This design comes from an exercise in tuning for small area, a short achievable clock period and few clock cycles per item on the open sky130 flow, not from production work.
In this exercise RTL edits were held to simulation tests only and were not proved equivalent to the original.

==> design/flow/design.v <==
`timescale 1ns / 1ps
package fccm_pkg;
  localparam int MAX_TAPS    = 32;
  localparam int SAMPLE_BITS = 16;
  localparam int RES_BITS    = 40;
  localparam int TAP_IDX_W   = 5;
  localparam int REG_IDX_W   = 2;
  localparam int CFG_W       = 6;
  localparam int LANES  = 8;     
  localparam int ROUNDS = 4;     
  localparam int ACC_W  = 37;    
  localparam int LANE_W = 32;    
  localparam int RBUF   = 4;     
endpackage
`timescale 1ns / 1ps
module fccm_booth (
  input  logic signed [15:0] a_i,
  output logic [23:0]        d_o
);
  logic [16:0] a_ext;
  assign a_ext = {a_i, 1'b0};
  always_comb begin
    for (int k = 0; k < 8; k++) begin
      logic [2:0] g;
      g = a_ext[2*k +: 3];
      d_o[3*k+2] = g[2];
      d_o[3*k+1] = g[1] ^ g[0];
      d_o[3*k]   = (g[2] & ~g[1] & ~g[0]) | (~g[2] & g[1] & g[0]);
    end
  end
endmodule
module fccm_lane (
  input  logic [23:0]        d_i,
  input  logic signed [15:0] b_i,
  output logic [31:0]        s_o,
  output logic [31:0]        c_o
);
  logic [16:0] bx;
  logic [16:0] b2;
  logic [7:0]  neg;
  logic [16:0] e [8];
  assign bx = {b_i[15], b_i};
  assign b2 = {b_i, 1'b0};
  always_comb begin
    for (int k = 0; k < 8; k++) begin
      neg[k] = d_i[3*k+2];
      e[k]   = ({17{d_i[3*k+1]}} & bx | {17{d_i[3*k]}} & b2) ^ {17{d_i[3*k+2]}};
    end
  end
  logic [31:0] r0;
  assign r0 = 32'({~e[0][16], e[0][15:0]}) << 0;
  logic [31:0] r1;
  assign r1 = (32'({~e[1][16], e[1][15:0]}) << 2) | (32'(neg[0]) << 0);
  logic [31:0] r2;
  assign r2 = (32'({~e[2][16], e[2][15:0]}) << 4) | (32'(neg[1]) << 2);
  logic [31:0] r3;
  assign r3 = (32'({~e[3][16], e[3][15:0]}) << 6) | (32'(neg[2]) << 4);
  logic [31:0] r4;
  assign r4 = (32'({~e[4][16], e[4][15:0]}) << 8) | (32'(neg[3]) << 6);
  logic [31:0] r5;
  assign r5 = (32'({~e[5][16], e[5][15:0]}) << 10) | (32'(neg[4]) << 8);
  logic [31:0] r6;
  assign r6 = (32'({~e[6][16], e[6][15:0]}) << 12) | (32'(neg[5]) << 10);
  logic [31:0] r7;
  assign r7 = (32'({~e[7][16], e[7][15:0]}) << 14) | (32'(neg[6]) << 12);
  logic [31:0] r8;
  assign r8 = 32'(neg[7]) << 14;
  logic [31:0] t_l0_s0, t_l0_c0;
  assign t_l0_s0 = r0 ^ r1 ^ r2;
  assign t_l0_c0 = 32'((((r0 & r1) | (r0 & r2) | (r1 & r2))) << 1);
  logic [31:0] t_l0_s1, t_l0_c1;
  assign t_l0_s1 = r3 ^ r4 ^ r5;
  assign t_l0_c1 = 32'((((r3 & r4) | (r3 & r5) | (r4 & r5))) << 1);
  logic [31:0] t_l0_s2, t_l0_c2;
  assign t_l0_s2 = r6 ^ r7 ^ r8;
  assign t_l0_c2 = 32'((((r6 & r7) | (r6 & r8) | (r7 & r8))) << 1);
  logic [31:0] t_l1_s0, t_l1_c0;
  assign t_l1_s0 = t_l0_s0 ^ t_l0_c0 ^ t_l0_s1;
  assign t_l1_c0 = 32'((((t_l0_s0 & t_l0_c0) | (t_l0_s0 & t_l0_s1) | (t_l0_c0 & t_l0_s1))) << 1);
  logic [31:0] t_l1_s1, t_l1_c1;
  assign t_l1_s1 = t_l0_c1 ^ t_l0_s2 ^ t_l0_c2;
  assign t_l1_c1 = 32'((((t_l0_c1 & t_l0_s2) | (t_l0_c1 & t_l0_c2) | (t_l0_s2 & t_l0_c2))) << 1);
  logic [31:0] t_l2_s0, t_l2_c0;
  assign t_l2_s0 = t_l1_s0 ^ t_l1_c0 ^ t_l1_s1;
  assign t_l2_c0 = 32'((((t_l1_s0 & t_l1_c0) | (t_l1_s0 & t_l1_s1) | (t_l1_c0 & t_l1_s1))) << 1);
  logic [31:0] t_l3_s0, t_l3_c0;
  assign t_l3_s0 = t_l2_s0 ^ t_l2_c0 ^ t_l1_c1;
  assign t_l3_c0 = 32'((((t_l2_s0 & t_l2_c0) | (t_l2_s0 & t_l1_c1) | (t_l2_c0 & t_l1_c1))) << 1);
  assign s_o = t_l3_s0;
  assign c_o = t_l3_c0;
endmodule
module fccm_sum (
  input  logic [255:0] ls_i,
  input  logic [255:0] lc_i,
  input  logic [36:0] fa_i,
  input  logic [36:0] fb_i,
  output logic [36:0] s_o,
  output logic [36:0] c_o
);
  logic [36:0] q0s, q0c;
  assign q0s = 37'(ls_i[0 +: 32]);
  assign q0c = 37'(lc_i[0 +: 32]);
  logic [36:0] q1s, q1c;
  assign q1s = 37'(ls_i[32 +: 32]);
  assign q1c = 37'(lc_i[32 +: 32]);
  logic [36:0] q2s, q2c;
  assign q2s = 37'(ls_i[64 +: 32]);
  assign q2c = 37'(lc_i[64 +: 32]);
  logic [36:0] q3s, q3c;
  assign q3s = 37'(ls_i[96 +: 32]);
  assign q3c = 37'(lc_i[96 +: 32]);
  logic [36:0] q4s, q4c;
  assign q4s = 37'(ls_i[128 +: 32]);
  assign q4c = 37'(lc_i[128 +: 32]);
  logic [36:0] q5s, q5c;
  assign q5s = 37'(ls_i[160 +: 32]);
  assign q5c = 37'(lc_i[160 +: 32]);
  logic [36:0] q6s, q6c;
  assign q6s = 37'(ls_i[192 +: 32]);
  assign q6c = 37'(lc_i[192 +: 32]);
  logic [36:0] q7s, q7c;
  assign q7s = 37'(ls_i[224 +: 32]);
  assign q7c = 37'(lc_i[224 +: 32]);
  logic [36:0] qk;
  assign qk = 37'h1d55580000;
  logic [36:0] u_l0_s0, u_l0_c0;
  assign u_l0_s0 = fa_i ^ fb_i ^ q0s;
  assign u_l0_c0 = 37'((((fa_i & fb_i) | (fa_i & q0s) | (fb_i & q0s))) << 1);
  logic [36:0] u_l0_s1, u_l0_c1;
  assign u_l0_s1 = q0c ^ q1s ^ q1c;
  assign u_l0_c1 = 37'((((q0c & q1s) | (q0c & q1c) | (q1s & q1c))) << 1);
  logic [36:0] u_l0_s2, u_l0_c2;
  assign u_l0_s2 = q2s ^ q2c ^ q3s;
  assign u_l0_c2 = 37'((((q2s & q2c) | (q2s & q3s) | (q2c & q3s))) << 1);
  logic [36:0] u_l0_s3, u_l0_c3;
  assign u_l0_s3 = q3c ^ q4s ^ q4c;
  assign u_l0_c3 = 37'((((q3c & q4s) | (q3c & q4c) | (q4s & q4c))) << 1);
  logic [36:0] u_l0_s4, u_l0_c4;
  assign u_l0_s4 = q5s ^ q5c ^ q6s;
  assign u_l0_c4 = 37'((((q5s & q5c) | (q5s & q6s) | (q5c & q6s))) << 1);
  logic [36:0] u_l0_s5, u_l0_c5;
  assign u_l0_s5 = q6c ^ q7s ^ q7c;
  assign u_l0_c5 = 37'((((q6c & q7s) | (q6c & q7c) | (q7s & q7c))) << 1);
  logic [36:0] u_l1_s0, u_l1_c0;
  assign u_l1_s0 = u_l0_s0 ^ u_l0_c0 ^ u_l0_s1;
  assign u_l1_c0 = 37'((((u_l0_s0 & u_l0_c0) | (u_l0_s0 & u_l0_s1) | (u_l0_c0 & u_l0_s1))) << 1);
  logic [36:0] u_l1_s1, u_l1_c1;
  assign u_l1_s1 = u_l0_c1 ^ u_l0_s2 ^ u_l0_c2;
  assign u_l1_c1 = 37'((((u_l0_c1 & u_l0_s2) | (u_l0_c1 & u_l0_c2) | (u_l0_s2 & u_l0_c2))) << 1);
  logic [36:0] u_l1_s2, u_l1_c2;
  assign u_l1_s2 = u_l0_s3 ^ u_l0_c3 ^ u_l0_s4;
  assign u_l1_c2 = 37'((((u_l0_s3 & u_l0_c3) | (u_l0_s3 & u_l0_s4) | (u_l0_c3 & u_l0_s4))) << 1);
  logic [36:0] u_l1_s3, u_l1_c3;
  assign u_l1_s3 = u_l0_c4 ^ u_l0_s5 ^ u_l0_c5;
  assign u_l1_c3 = 37'((((u_l0_c4 & u_l0_s5) | (u_l0_c4 & u_l0_c5) | (u_l0_s5 & u_l0_c5))) << 1);
  logic [36:0] u_l2_s0, u_l2_c0;
  assign u_l2_s0 = u_l1_s0 ^ u_l1_c0 ^ u_l1_s1;
  assign u_l2_c0 = 37'((((u_l1_s0 & u_l1_c0) | (u_l1_s0 & u_l1_s1) | (u_l1_c0 & u_l1_s1))) << 1);
  logic [36:0] u_l2_s1, u_l2_c1;
  assign u_l2_s1 = u_l1_c1 ^ u_l1_s2 ^ u_l1_c2;
  assign u_l2_c1 = 37'((((u_l1_c1 & u_l1_s2) | (u_l1_c1 & u_l1_c2) | (u_l1_s2 & u_l1_c2))) << 1);
  logic [36:0] u_l2_s2, u_l2_c2;
  assign u_l2_s2 = u_l1_s3 ^ u_l1_c3 ^ qk;
  assign u_l2_c2 = 37'((((u_l1_s3 & u_l1_c3) | (u_l1_s3 & qk) | (u_l1_c3 & qk))) << 1);
  logic [36:0] u_l3_s0, u_l3_c0;
  assign u_l3_s0 = u_l2_s0 ^ u_l2_c0 ^ u_l2_s1;
  assign u_l3_c0 = 37'((((u_l2_s0 & u_l2_c0) | (u_l2_s0 & u_l2_s1) | (u_l2_c0 & u_l2_s1))) << 1);
  logic [36:0] u_l3_s1, u_l3_c1;
  assign u_l3_s1 = u_l2_c1 ^ u_l2_s2 ^ u_l2_c2;
  assign u_l3_c1 = 37'((((u_l2_c1 & u_l2_s2) | (u_l2_c1 & u_l2_c2) | (u_l2_s2 & u_l2_c2))) << 1);
  logic [36:0] u_l4_s0, u_l4_c0;
  assign u_l4_s0 = u_l3_s0 ^ u_l3_c0 ^ u_l3_s1;
  assign u_l4_c0 = 37'((((u_l3_s0 & u_l3_c0) | (u_l3_s0 & u_l3_s1) | (u_l3_c0 & u_l3_s1))) << 1);
  logic [36:0] u_l5_s0, u_l5_c0;
  assign u_l5_s0 = u_l4_s0 ^ u_l4_c0 ^ u_l3_c1;
  assign u_l5_c0 = 37'((((u_l4_s0 & u_l4_c0) | (u_l4_s0 & u_l3_c1) | (u_l4_c0 & u_l3_c1))) << 1);
  assign s_o = u_l5_s0;
  assign c_o = u_l5_c0;
endmodule
`timescale 1ns / 1ps
module fccm_ctrl (
  input  logic        clk_i,
  input  logic        rst_ni,
  input  logic        in_valid_i,
  output logic        in_ready_o,
  input  logic        cmd_i,
  input  logic [4:0]  tap_index_i,
  input  logic [15:0] data_value_i,
  input  logic        end_of_block_i,
  input  logic        pop_i,
  output logic        valid_o,
  output logic        cmd_o,
  output logic [4:0]  idx_o,
  output logic [15:0] data_o,
  output logic        eob_o,
  output logic        idle_o
);
  logic [22:0] e0_q, e1_q, in_item;
  logic [1:0]  cnt_q, cnt_after_pop, cnt_d;
  logic        rdy_q, idle_q, push;
  assign in_item       = {cmd_i, tap_index_i, data_value_i, end_of_block_i};
  assign push          = in_valid_i && rdy_q;
  assign cnt_after_pop = cnt_q - 2'(pop_i);
  assign cnt_d         = cnt_after_pop + 2'(push);
  always_ff @(posedge clk_i) begin
    if (pop_i) e0_q <= e1_q;
    if (push && cnt_after_pop == 2'd0) e0_q <= in_item;
    if (push && cnt_after_pop == 2'd1) e1_q <= in_item;
  end
  always_ff @(posedge clk_i or negedge rst_ni) begin
    if (!rst_ni) begin
      cnt_q  <= 2'd0;
      rdy_q  <= 1'b1;
      idle_q <= 1'b1;
    end else begin
      cnt_q  <= cnt_d;
      rdy_q  <= cnt_d != 2'd2;
      idle_q <= cnt_d == 2'd0;
    end
  end
  assign in_ready_o = rdy_q;
  assign idle_o     = idle_q;
  assign valid_o    = cnt_q != 2'd0;
  assign {cmd_o, idx_o, data_o, eob_o} = e0_q;
endmodule
`timescale 1ns / 1ps
module fir_convolution_correlation_modes (
  input  logic                                    clk_i,
  input  logic                                    rst_ni,
  input  logic                                    in_valid_i,
  output logic                                    in_ready_o,
  input  logic                                    cmd_i,
  input  logic [fccm_pkg::TAP_IDX_W-1:0]          tap_index_i,
  input  logic signed [fccm_pkg::SAMPLE_BITS-1:0] data_value_i,
  input  logic                                    end_of_block_i,
  output logic                                    out_valid_o,
  input  logic                                    out_ready_i,
  output logic signed [fccm_pkg::RES_BITS-1:0]    result_value_o,
  output logic                                    last_result_o,
  input  logic                                    cfg_valid_i,
  output logic                                    cfg_ready_o,
  input  logic [fccm_pkg::REG_IDX_W-1:0]          cfg_index_i,
  input  logic [fccm_pkg::CFG_W-1:0]              cfg_data_i
);
  localparam int P  = 8;
  localparam int NR = 4;
  localparam int W  = 37;
  localparam int LW = 32;
  localparam int F  = 4;
  logic [1:0] mode_q;
  logic       op_q;
  logic [5:0] k_q;        
  logic [5:0] k_cfg;
  always_comb begin
    if (cfg_data_i == 6'd0) k_cfg = 6'd1;
    else if (cfg_data_i > 6'd32) k_cfg = 6'd32;
    else k_cfg = cfg_data_i;
  end
  always_ff @(posedge clk_i or negedge rst_ni) begin
    if (!rst_ni) begin
      mode_q <= 2'd0;
      op_q   <= 1'b0;
      k_q    <= 6'd1;
    end else if (cfg_valid_i && cfg_ready_o) begin
      case (cfg_index_i)
        2'd0: mode_q <= cfg_data_i[1:0];
        2'd1: op_q   <= cfg_data_i[0];
        2'd2: k_q    <= k_cfg;
        default: ;
      endcase
    end
  end
  logic       valid_m, same_m, full_m;
  logic [4:0] km1;
  logic [3:0] half;
  assign valid_m = mode_q[1];
  assign same_m  = (mode_q == 2'd1);
  assign full_m  = (mode_q == 2'd0);
  assign km1     = 5'(k_q - 6'd1);
  assign half    = km1[4:1];
  logic        ib_cmd, ib_eob;
  logic [4:0]  ib_idx;
  logic [15:0] ib_data;
  logic        ib_valid, ib_pop;
  fccm_ctrl u_ibuf (
    .clk_i        (clk_i),
    .rst_ni       (rst_ni),
    .in_valid_i   (in_valid_i),
    .in_ready_o   (in_ready_o),
    .cmd_i        (cmd_i),
    .tap_index_i  (tap_index_i),
    .data_value_i (data_value_i),
    .end_of_block_i(end_of_block_i),
    .pop_i        (ib_pop),
    .valid_o      (ib_valid),
    .cmd_o        (ib_cmd),
    .idx_o        (ib_idx),
    .data_o       (ib_data),
    .eob_o        (ib_eob),
    .idle_o       (cfg_ready_o)
  );
  logic [4:0] rot_q, rot_d, rot_tgt;
  logic       rot_busy_q;
  assign rot_tgt = op_q ? 5'(6'd32 - k_q) : 5'd0;
  assign rot_d   = rot_busy_q ? rot_q + 5'd1 : rot_q;
  always_ff @(posedge clk_i or negedge rst_ni) begin
    if (!rst_ni) begin
      rot_q      <= 5'd0;
      rot_busy_q <= 1'b0;
    end else begin
      rot_q      <= rot_d;
      rot_busy_q <= rot_d != rot_tgt;
    end
  end
  logic       act_q, last_q, first_q, rl_q, credit_q;
  logic [1:0] rnd_q, rhi_q;
  logic [5:0] lim_q;
  logic       tail_q;
  logic [4:0] tt_q, tend_q, tstart_q;
  logic [5:0] fill_q;
  logic [4:0] cnt_q;
  logic       bnew_q;
  logic [2:0] alloc_q;
  logic [NR-1:0]   rsel_q;
  logic [2*NR-1:0] ksel_q;
  logic [P-1:0]    msk_q;
  logic free;
  logic do_tail, do_tap, do_samp, shift, start;
  logic [4:0]  pos;
  logic [5:0]  fill_base, fill_new, lim_new;
  logic        emit, res_last, y0_emit, tails, y0_last;
  logic [4:0]  t_cur, t_end, t_start;
  logic        out_acc;
  assign free     = !act_q || last_q;
  assign do_tail  = free && tail_q && credit_q;
  assign do_tap   = free && !tail_q && ib_valid && !ib_cmd;
  assign do_samp  = free && !tail_q && ib_valid && ib_cmd && credit_q && !rot_busy_q;
  assign shift    = do_tail || do_samp;
  assign ib_pop   = do_tap || do_samp;
  assign pos       = bnew_q ? 5'd0 : cnt_q;
  assign fill_base = bnew_q ? 6'd0 : fill_q;
  assign fill_new  = (fill_base == 6'd32) ? 6'd32 : fill_base + 6'd1;
  assign lim_new   = (fill_new < k_q) ? fill_new : k_q;
  always_comb begin
    if (valid_m)     y0_emit = pos >= km1;
    else if (same_m) y0_emit = pos >= 5'(half);
    else             y0_emit = 1'b1;
    t_end   = full_m ? km1 : 5'(half);
    tails   = ib_eob && !valid_m && (t_end != 5'd0);
    y0_last = ib_eob && !tails;
    if (same_m && (5'(half) > pos)) t_start = 5'(half) - pos;
    else t_start = 5'd1;
    if (tail_q) begin
      t_cur    = tt_q;
      emit     = tt_q >= tstart_q;
      res_last = tt_q == tend_q;
    end else begin
      t_cur    = 5'd0;
      emit     = y0_emit;
      res_last = y0_last;
    end
  end
  assign start   = shift && emit;
  assign out_acc = out_valid_o && out_ready_i;
  logic            act_d;
  logic [1:0] rnd_d, rhi_d;
  logic [5:0]      lim_d;
  logic [2:0] alloc_d;
  always_comb begin
    act_d = act_q;
    rnd_d = rnd_q;
    rhi_d = rhi_q;
    lim_d = lim_q;
    if (start) begin
      act_d = 1'b1;
      rnd_d = 2'(t_cur >> 3);
      rhi_d = 2'((lim_new - 6'd1) >> 3);
      lim_d = lim_new;
    end else if (act_q) begin
      if (last_q) act_d = 1'b0;
      rnd_d = rnd_q + 2'(1);
    end
    alloc_d = alloc_q + 3'(start) - 3'(out_acc);
  end
  always_ff @(posedge clk_i or negedge rst_ni) begin
    if (!rst_ni) begin
      act_q    <= 1'b0;
      last_q   <= 1'b0;
      first_q  <= 1'b0;
      rl_q     <= 1'b0;
      rnd_q    <= '0;
      rhi_q    <= '0;
      lim_q    <= 6'd0;
      rsel_q   <= '0;
      ksel_q   <= '0;
      msk_q    <= '0;
      tail_q   <= 1'b0;
      tt_q     <= 5'd0;
      tend_q   <= 5'd0;
      tstart_q <= 5'd0;
      fill_q   <= 6'd0;
      cnt_q    <= 5'd0;
      bnew_q   <= 1'b1;
      alloc_q  <= '0;
      credit_q <= 1'b1;
    end else begin
      act_q    <= act_d;
      rnd_q    <= rnd_d;
      rhi_q    <= rhi_d;
      lim_q    <= lim_d;
      last_q   <= rnd_d == rhi_d;
      first_q  <= start;
      if (start) rl_q <= res_last;
      for (int r = 0; r < NR; r++) begin
        rsel_q[r]    <= rnd_d == 2'(r);
        ksel_q[r]    <= !op_q && rnd_d == 2'(r);
        ksel_q[NR+r] <= op_q && rnd_d == 2'(r);
      end
      for (int j = 0; j < P; j++) msk_q[j] <= {1'b0, rnd_d, 3'(j)} < lim_d;
      alloc_q  <= alloc_d;
      credit_q <= alloc_d < 3'(F);
      if (shift) fill_q <= fill_new;
      if (do_samp) begin
        cnt_q  <= (pos == 5'd31) ? 5'd31 : pos + 5'd1;
        bnew_q <= ib_eob && !tails;
        if (tails) begin
          tail_q   <= 1'b1;
          tt_q     <= 5'd1;
          tend_q   <= t_end;
          tstart_q <= t_start;
        end
      end
      if (do_tail) begin
        tt_q <= tt_q + 5'd1;
        if (tt_q == tend_q) begin
          tail_q <= 1'b0;
          bnew_q <= 1'b1;
        end
      end
    end
  end
  logic [511:0] kern_q;    
  logic [511:0] hist_q;    
  logic [4:0] kw_slot;
  assign kw_slot = ib_idx + rot_q + 5'(rot_busy_q);
  always_ff @(posedge clk_i) begin
    for (int s = 0; s < 32; s++) begin
      if (do_tap && kw_slot == 5'(s)) kern_q[s*16 +: 16] <= ib_data;
      else if (rot_busy_q) kern_q[s*16 +: 16] <= kern_q[((s+31)%32)*16 +: 16];
    end
    if (shift) hist_q <= {hist_q[495:0], do_samp ? ib_data : 16'd0};
  end
  logic [15:0] a_sel [P];
  logic [15:0] b_sel [P];
  logic [23:0] d_sel [P];
  always_comb begin
    a_sel[0] = {16{msk_q[0]}} & (({16{rsel_q[0]}} & hist_q[0 +: 16]) | ({16{rsel_q[1]}} & hist_q[128 +: 16]) | ({16{rsel_q[2]}} & hist_q[256 +: 16]) | ({16{rsel_q[3]}} & hist_q[384 +: 16]));
    b_sel[0] = ({16{ksel_q[0]}} & kern_q[0 +: 16]) | ({16{ksel_q[1]}} & kern_q[128 +: 16]) | ({16{ksel_q[2]}} & kern_q[256 +: 16]) | ({16{ksel_q[3]}} & kern_q[384 +: 16]) |
                 ({16{ksel_q[4]}} & kern_q[496 +: 16]) | ({16{ksel_q[5]}} & kern_q[368 +: 16]) | ({16{ksel_q[6]}} & kern_q[240 +: 16]) | ({16{ksel_q[7]}} & kern_q[112 +: 16]);
    a_sel[1] = {16{msk_q[1]}} & (({16{rsel_q[0]}} & hist_q[16 +: 16]) | ({16{rsel_q[1]}} & hist_q[144 +: 16]) | ({16{rsel_q[2]}} & hist_q[272 +: 16]) | ({16{rsel_q[3]}} & hist_q[400 +: 16]));
    b_sel[1] = ({16{ksel_q[0]}} & kern_q[16 +: 16]) | ({16{ksel_q[1]}} & kern_q[144 +: 16]) | ({16{ksel_q[2]}} & kern_q[272 +: 16]) | ({16{ksel_q[3]}} & kern_q[400 +: 16]) |
                 ({16{ksel_q[4]}} & kern_q[480 +: 16]) | ({16{ksel_q[5]}} & kern_q[352 +: 16]) | ({16{ksel_q[6]}} & kern_q[224 +: 16]) | ({16{ksel_q[7]}} & kern_q[96 +: 16]);
    a_sel[2] = {16{msk_q[2]}} & (({16{rsel_q[0]}} & hist_q[32 +: 16]) | ({16{rsel_q[1]}} & hist_q[160 +: 16]) | ({16{rsel_q[2]}} & hist_q[288 +: 16]) | ({16{rsel_q[3]}} & hist_q[416 +: 16]));
    b_sel[2] = ({16{ksel_q[0]}} & kern_q[32 +: 16]) | ({16{ksel_q[1]}} & kern_q[160 +: 16]) | ({16{ksel_q[2]}} & kern_q[288 +: 16]) | ({16{ksel_q[3]}} & kern_q[416 +: 16]) |
                 ({16{ksel_q[4]}} & kern_q[464 +: 16]) | ({16{ksel_q[5]}} & kern_q[336 +: 16]) | ({16{ksel_q[6]}} & kern_q[208 +: 16]) | ({16{ksel_q[7]}} & kern_q[80 +: 16]);
    a_sel[3] = {16{msk_q[3]}} & (({16{rsel_q[0]}} & hist_q[48 +: 16]) | ({16{rsel_q[1]}} & hist_q[176 +: 16]) | ({16{rsel_q[2]}} & hist_q[304 +: 16]) | ({16{rsel_q[3]}} & hist_q[432 +: 16]));
    b_sel[3] = ({16{ksel_q[0]}} & kern_q[48 +: 16]) | ({16{ksel_q[1]}} & kern_q[176 +: 16]) | ({16{ksel_q[2]}} & kern_q[304 +: 16]) | ({16{ksel_q[3]}} & kern_q[432 +: 16]) |
                 ({16{ksel_q[4]}} & kern_q[448 +: 16]) | ({16{ksel_q[5]}} & kern_q[320 +: 16]) | ({16{ksel_q[6]}} & kern_q[192 +: 16]) | ({16{ksel_q[7]}} & kern_q[64 +: 16]);
    a_sel[4] = {16{msk_q[4]}} & (({16{rsel_q[0]}} & hist_q[64 +: 16]) | ({16{rsel_q[1]}} & hist_q[192 +: 16]) | ({16{rsel_q[2]}} & hist_q[320 +: 16]) | ({16{rsel_q[3]}} & hist_q[448 +: 16]));
    b_sel[4] = ({16{ksel_q[0]}} & kern_q[64 +: 16]) | ({16{ksel_q[1]}} & kern_q[192 +: 16]) | ({16{ksel_q[2]}} & kern_q[320 +: 16]) | ({16{ksel_q[3]}} & kern_q[448 +: 16]) |
                 ({16{ksel_q[4]}} & kern_q[432 +: 16]) | ({16{ksel_q[5]}} & kern_q[304 +: 16]) | ({16{ksel_q[6]}} & kern_q[176 +: 16]) | ({16{ksel_q[7]}} & kern_q[48 +: 16]);
    a_sel[5] = {16{msk_q[5]}} & (({16{rsel_q[0]}} & hist_q[80 +: 16]) | ({16{rsel_q[1]}} & hist_q[208 +: 16]) | ({16{rsel_q[2]}} & hist_q[336 +: 16]) | ({16{rsel_q[3]}} & hist_q[464 +: 16]));
    b_sel[5] = ({16{ksel_q[0]}} & kern_q[80 +: 16]) | ({16{ksel_q[1]}} & kern_q[208 +: 16]) | ({16{ksel_q[2]}} & kern_q[336 +: 16]) | ({16{ksel_q[3]}} & kern_q[464 +: 16]) |
                 ({16{ksel_q[4]}} & kern_q[416 +: 16]) | ({16{ksel_q[5]}} & kern_q[288 +: 16]) | ({16{ksel_q[6]}} & kern_q[160 +: 16]) | ({16{ksel_q[7]}} & kern_q[32 +: 16]);
    a_sel[6] = {16{msk_q[6]}} & (({16{rsel_q[0]}} & hist_q[96 +: 16]) | ({16{rsel_q[1]}} & hist_q[224 +: 16]) | ({16{rsel_q[2]}} & hist_q[352 +: 16]) | ({16{rsel_q[3]}} & hist_q[480 +: 16]));
    b_sel[6] = ({16{ksel_q[0]}} & kern_q[96 +: 16]) | ({16{ksel_q[1]}} & kern_q[224 +: 16]) | ({16{ksel_q[2]}} & kern_q[352 +: 16]) | ({16{ksel_q[3]}} & kern_q[480 +: 16]) |
                 ({16{ksel_q[4]}} & kern_q[400 +: 16]) | ({16{ksel_q[5]}} & kern_q[272 +: 16]) | ({16{ksel_q[6]}} & kern_q[144 +: 16]) | ({16{ksel_q[7]}} & kern_q[16 +: 16]);
    a_sel[7] = {16{msk_q[7]}} & (({16{rsel_q[0]}} & hist_q[112 +: 16]) | ({16{rsel_q[1]}} & hist_q[240 +: 16]) | ({16{rsel_q[2]}} & hist_q[368 +: 16]) | ({16{rsel_q[3]}} & hist_q[496 +: 16]));
    b_sel[7] = ({16{ksel_q[0]}} & kern_q[112 +: 16]) | ({16{ksel_q[1]}} & kern_q[240 +: 16]) | ({16{ksel_q[2]}} & kern_q[368 +: 16]) | ({16{ksel_q[3]}} & kern_q[496 +: 16]) |
                 ({16{ksel_q[4]}} & kern_q[384 +: 16]) | ({16{ksel_q[5]}} & kern_q[256 +: 16]) | ({16{ksel_q[6]}} & kern_q[128 +: 16]) | ({16{ksel_q[7]}} & kern_q[0 +: 16]);
  end
  for (genvar j = 0; j < P; j++) begin : g_enc
    fccm_booth u_booth (
      .a_i (a_sel[j]),
      .d_o (d_sel[j])
    );
  end
  logic [23:0] d1_q [P];
  logic [15:0] b1_q [P];
  logic v1_q, f1_q, l1_q, r1_q;
  always_ff @(posedge clk_i) begin
    for (int j = 0; j < P; j++) begin
      d1_q[j] <= d_sel[j];
      b1_q[j] <= b_sel[j];
    end
    f1_q <= first_q;
    r1_q <= rl_q;
  end
  logic [P*LW-1:0] ls, lc, ls_q, lc_q;
  logic v2_q, f2_q, l2_q, r2_q;
  for (genvar j = 0; j < P; j++) begin : g_lane
    fccm_lane u_lane (
      .d_i (d1_q[j]),
      .b_i (b1_q[j]),
      .s_o (ls[j*LW +: LW]),
      .c_o (lc[j*LW +: LW])
    );
  end
  always_ff @(posedge clk_i) begin
    ls_q <= ls;
    lc_q <= lc;
    r2_q <= r1_q;
  end
  logic [W-1:0] acc_s_q, acc_c_q, sum_s, sum_c, res_s_q, res_c_q;
  logic r3_q;
  fccm_sum u_sum (
    .ls_i (ls_q),
    .lc_i (lc_q),
    .fa_i (acc_s_q),
    .fb_i (acc_c_q),
    .s_o  (sum_s),
    .c_o  (sum_c)
  );
  always_ff @(posedge clk_i or negedge rst_ni) begin
    if (!rst_ni) begin
      acc_s_q <= '0;
      acc_c_q <= '0;
    end else begin
      acc_s_q <= (v2_q && !l2_q) ? sum_s : '0;
      acc_c_q <= (v2_q && !l2_q) ? sum_c : '0;
    end
  end
  always_ff @(posedge clk_i) begin
    res_s_q <= sum_s;
    res_c_q <= sum_c;
    r3_q    <= r2_q;
  end
  logic v3_q;
  always_ff @(posedge clk_i or negedge rst_ni) begin
    if (!rst_ni) begin
      v1_q <= 1'b0;
      l1_q <= 1'b0;
      v2_q <= 1'b0;
      l2_q <= 1'b0;
      v3_q <= 1'b0;
    end else begin
      v1_q <= act_q;
      l1_q <= act_q && last_q;
      v2_q <= v1_q;
      l2_q <= l1_q;
      v3_q <= v2_q && l2_q;
    end
  end
  logic [W-1:0]    q_val_q [F];
  logic            q_last_q [F];
  logic [2:0] q_cnt_q, q_wr;
  logic            ov_q;
  logic [W-1:0]    res_sum;
  assign res_sum = res_s_q + res_c_q;
  assign q_wr    = q_cnt_q - 3'(out_acc);
  always_ff @(posedge clk_i) begin
    for (int i = 0; i < F; i++) begin
      if (v3_q && q_wr == 3'(i)) begin
        q_val_q[i]  <= res_sum;
        q_last_q[i] <= r3_q;
      end else if (out_acc && i < F - 1) begin
        q_val_q[i]  <= q_val_q[(i+1)%F];
        q_last_q[i] <= q_last_q[(i+1)%F];
      end
    end
  end
  always_ff @(posedge clk_i or negedge rst_ni) begin
    if (!rst_ni) begin
      q_cnt_q <= '0;
      ov_q    <= 1'b0;
    end else begin
      q_cnt_q <= q_wr + 3'(v3_q);
      ov_q    <= (q_wr + 3'(v3_q)) != '0;
    end
  end
  assign out_valid_o    = ov_q;
  assign result_value_o = {{(fccm_pkg::RES_BITS-W){q_val_q[0][W-1]}}, q_val_q[0]};
  assign last_result_o  = q_last_q[0];
endmodule
==> design/flow/run.sh <==
#!/bin/bash
# synth_recipe.tcl (not shown) runs the flow's synth.tcl, then flattens the netlist and writes it again
# the make line also repeats each setting of config.mk as NAME=value (left out here)
make -C /OpenROAD-flow-scripts/flow DESIGN_CONFIG=/design/flow/config.mk WORK_HOME=/design/flow/orfs CLKGATE_MAP_FILE= SYNTH_SCRIPT=/design/flow/synth_recipe.tcl finish
==> design/flow/config.mk <==
export PLATFORM = sky130hd
export DESIGN_NAME = fir_convolution_correlation_modes
export DESIGN_NICKNAME = fir_convolution_correlation_modes
export VERILOG_FILES = /design/flow/design.v
export SDC_FILE = /design/flow/constraint.sdc
export NUM_CORES = 4
export LEC_CHECK = 0
export CAP_MARGIN = 20
export CORE_MARGIN = 2
export CORE_UTILIZATION = 40
export SETUP_SLACK_MARGIN = 4.0
export SLEW_MARGIN = 20
==> design/flow/constraint.sdc <==
create_clock -name core_clock -period 8.0 [get_ports {clk_i}]
set_input_delay 1.6000 -clock core_clock [delete_from_list [all_inputs] [get_ports {clk_i}]]
set_output_delay 1.6000 -clock core_clock [all_outputs]
set_load 0.01 [all_outputs]
==> metrics.md <==
| Metric | Value |
|---|---|
| Status | `no timing/DRC/antenna violations` |
| Actual slew at the worst max-slew pin | `1.30 ns` |
| Critical path class | `flip-flop to flip-flop` |
| DRC Markers | `0` |
| Commonest non-fill, non-tap cell in the layout | `a22oi_1` |
| Row Count | `around 210` |
| Critical-path maximum fanout | `45` |
| Unrepaired setup endpoints after global routing | `true` |
| Slew Limit Fails | `0` |
| Fin crit share | `52.3%` |
| Crit path launch type | `flip-flop` |
| R2R setup slack | `3.82 ns` |
| DR iter-0 viols | `10600` |
| Core area | `about 340000 µm²` |
| Fin Clk Skew | `roughly 0.077 ns` |
| Minimum clock period | `4.18 ns` |
| Share of layout cells above drive strength 1 | `a little over an eighth` |
| Max Root-Sink Buffers | `4` |
| Die area | `344000 µm²` |
| FFs w/ async S/R, synth | `7.35%` |
| Mean Syn Cell Area | `12.0 µm²` |
| Biggest cell delay along the critical path | `roughly 0.96 ns` |
| Final Setup Violations | `0` |
| # nets final | `roughly 13000` |
| Max Cap Viol | `0` |
| Worst setup EP type | `flip-flop` |
| Cts bufs inserted | `264` |
| Clk latency of the worst-skew pair | `0.93 ns` |
| Initial DRT Pass Iterations | `6` |
| Prevailing post-synth register cell | `edfxtp_1` |
| Sequential share of the synthesized area | `42.7%` |
| Largest net degree at the start of global routing | `181` |
| Synthesized area | `approximately 140000 µm²` |
| Final Wtd Congestion | `0.969` |
| Mapped Nets | `13100` |
| Clock Pin Slew Worst Setup and Hold Paths | `~0.060 ns` |
| Commonest non-fill, non-tap cells in the layout | `a22oi_1 (1680), inv_1 (1320), edfxtp_1 (1222), fa_1 (1099), dfxtp_1 (835)` |
| Initial antenna violation count | `90` |
| Buffer and inverter count on the worst path | `1` |
| Yosys cell types | `96` |
| Clk sinks | `2246` |
| Number of synthesized flops with an enable pin | `approximately 1200` |
| Post-DP HPWL | `356 mm` |
| Via density per instance | `5.80` |
| Number of global-route vias before repair | `just over 90000` |
| Boundary pin count | `80` |
| Synth Register Bits | `2246` |
| Layout overhead on the synthesized area | `10.6%` |
| Hold WS | `0.352 ns` |
| CTS H-tree depth | `5` |
| DRT antenna net count | `0` |
| Hold Vio Cnt, Final | `0` |
| CTS tree | `built` |
| YS warnings | `18` |
| Max Clock Freq | `239 MHz` |
| WL/cell | `30.3 µm` |
| Post-Route WL | `478 mm` |
| Tot GR Track Use | `between 20% and 30%` |
| Die height | `about 590 µm` |
| Clock root cell | `clkbuf_16` |
| Port bufs | `79` |
| Post-Syn Instances | `11300` |
| Fill cells | `30700` |
| Worst Path Required | `8.70 ns` |
| Remaining Overflow, GRT | `0` |
| Crit path DAT | `4.88 ns` |
| Worst path slowest cell | `a21boi_1` |
| Vias | `91400` |
| Worst-path cell chain | `buf_4 -> a22oi_1 -> nand2_1 -> or3b_2 -> a21boi_1` |
| Initial Utilization | `40.3%` |
| Chip width | `587 µm` |
| Global-route wire length before repair | `684 mm` |
| Worst min-delay path category | `flip-flop to flip-flop` |
| CP top delay family | `compound AO/OA/AOI/OAI gates` |
| Setup TNS | `0 ns` |
| Worst slew margin | `12.4%` |
==> cell usage after synthesis (134+ instances only) <==
cell type	instances	share of area, %
fa_1	1127	17
xor2_1	441	2.8
dfxtp_1	859	13
and2_1	156	0.72
nand2_1	392	1.1
nand4_1	192	0.88
a22oi_1	1681	9.3
o21ai_0	141	0.52
xnor2_1	778	5.0
dfrtp_1	160	2.9
edfxtp_1	1222	27
nor2_1	134	0.37
mux2_2	568	4.7
clkbuf_1	775	2.1
inv_1	1329	3.7
ha_1	601	5.5
==> repair_timing <==
action / 4_1_cts / 5_1_grt
hold buffers: 0 / 0
buffers inserted: 25 / 20
gates resized for setup: 47 / 74
pin swaps: 15 / 22
cloned: 1 / 1
endpoints found under the setup margin: 1404 / 741
==> flip-flops by register name, summed over array words and instances, names as in the netlist, 6 cells and up <==
signal / count
kern_q: 512
lc_q: 216
u_ibuf.e0_q: 23
lim_q: 6
b1_q: 128
acc_s_q: 37
ksel_q: 8
res_s_q: 37
q_val_q: 148
u_ibuf.e1_q: 23
fill_q: 6
ls_q: 248
k_q: 6
hist_q: 512
acc_c_q: 35
d1_q: 192
res_c_q: 35
msk_q: 8
==> worst reg2reg max path, stage by stage (launching register included) <==
cell and delay (ns):
dfrtp_4 0.81, buf_4 0.66, a22oi_1 0.30, nand2_1 0.75
or3b_2 0.50, a21boi_1 0.96
==> per-stage QoR <==
| stage | setup slack [ns] | util (%) | instances | instance area (µm²) |
|---|---|---|---|---|
| 2_1_floorplan | -3.15 | - | 11300 | 136000 |
| 3_3_place_gp | 2.10 | 41.5 | 15100 | 140000 |
| 3_5_place_dp | 2.00 | 41.5 | 15100 | 140000 |
| 4_1_cts | 3.75 | 44.3 | 15600 | 149000 |
| 5_1_grt | 3.90 | 44.5 | 15700 | 150000 |
| 6_report | 3.82 | 44.5 | 15800 | 150000 |
==> routing by layer <==
metal / track usage, % / share of wire [%] / vias to the layer above
met4: 17.8 / 7.5 / 50
met5: 0 / 0.069 / -
li1: - / - / 38400
met3: 6.73 / 9.4 / 1131
met1: 34.1 / 38 / 46900
met2: 42.1 / 45 / 4858
==> path summary, 6_finish.rpt <==
check                      cells past startpoint          end      start
setup / recovery                               5   d1_q[7][6]  rsel_q[2]
hold / removal                                 0         v2_q       v1_q
setup reg to reg                               5   d1_q[7][6]  rsel_q[2]
hold reg to reg                                0         v2_q       v1_q
max in group asynchronous                      2  acc_c_q[35]     rst_ni
min in group asynchronous                      1     rot_q[0]     rst_ni
==> cell families after synthesis <==
logic type	after synthesis	share of synthesized area [%]
flip-flops	2246	42.7
buffers and inverters	2229	6.25
AO/OA/AOI/OAI	2086	11.3
adder cells (fa/ha/maj)	1728	22.2
XOR/XNOR	1219	7.86
AND/OR/NAND/NOR	1148	4.42
multiplexers	631	5.30
==> final cells by class <==
class                   count  area (µm²)  share of cell area, %
diodes                    114         285                  0.190
clock inverters           127        1440                  0.962
inverters                1341        5040                   3.35
repair buffers            259        2370                   1.58
well taps                4515        5650                   3.76
flip-flops and latches   2246       58100                   38.7
multi-input cells        6813       69900                   46.5
clock buffers             351        7400                   4.93
Testbench counts, summed over its fixed seeds: cycles 12,419, results 3,895.

-- what the ideal ports hide --
The flow's constraints put no driver on any port. The routed layout listed below was extracted and timed again, unchanged, in two steps.
Step 1 sets driving cells, clkbuf_16 on the clock port and buf_2 on the other inputs (assumed; they add their load-dependent delay and slew).
Step 2 also shifts input and output timing later by t, the mid clock arrival at the registers, as if the neighbouring blocks saw the same clock.
Slacks: ideal / step 1 / step 2; pairs: ideal / step 1.
t (ns): 0.995
setup slack, ns: 3.817 / 3.817 / 3.189
pins driven straight from the clock port: 1
After both steps setup and hold are still met in this run. The setup slack of this run moves by 0.000 ns with the drivers and by -0.628 ns with both steps.
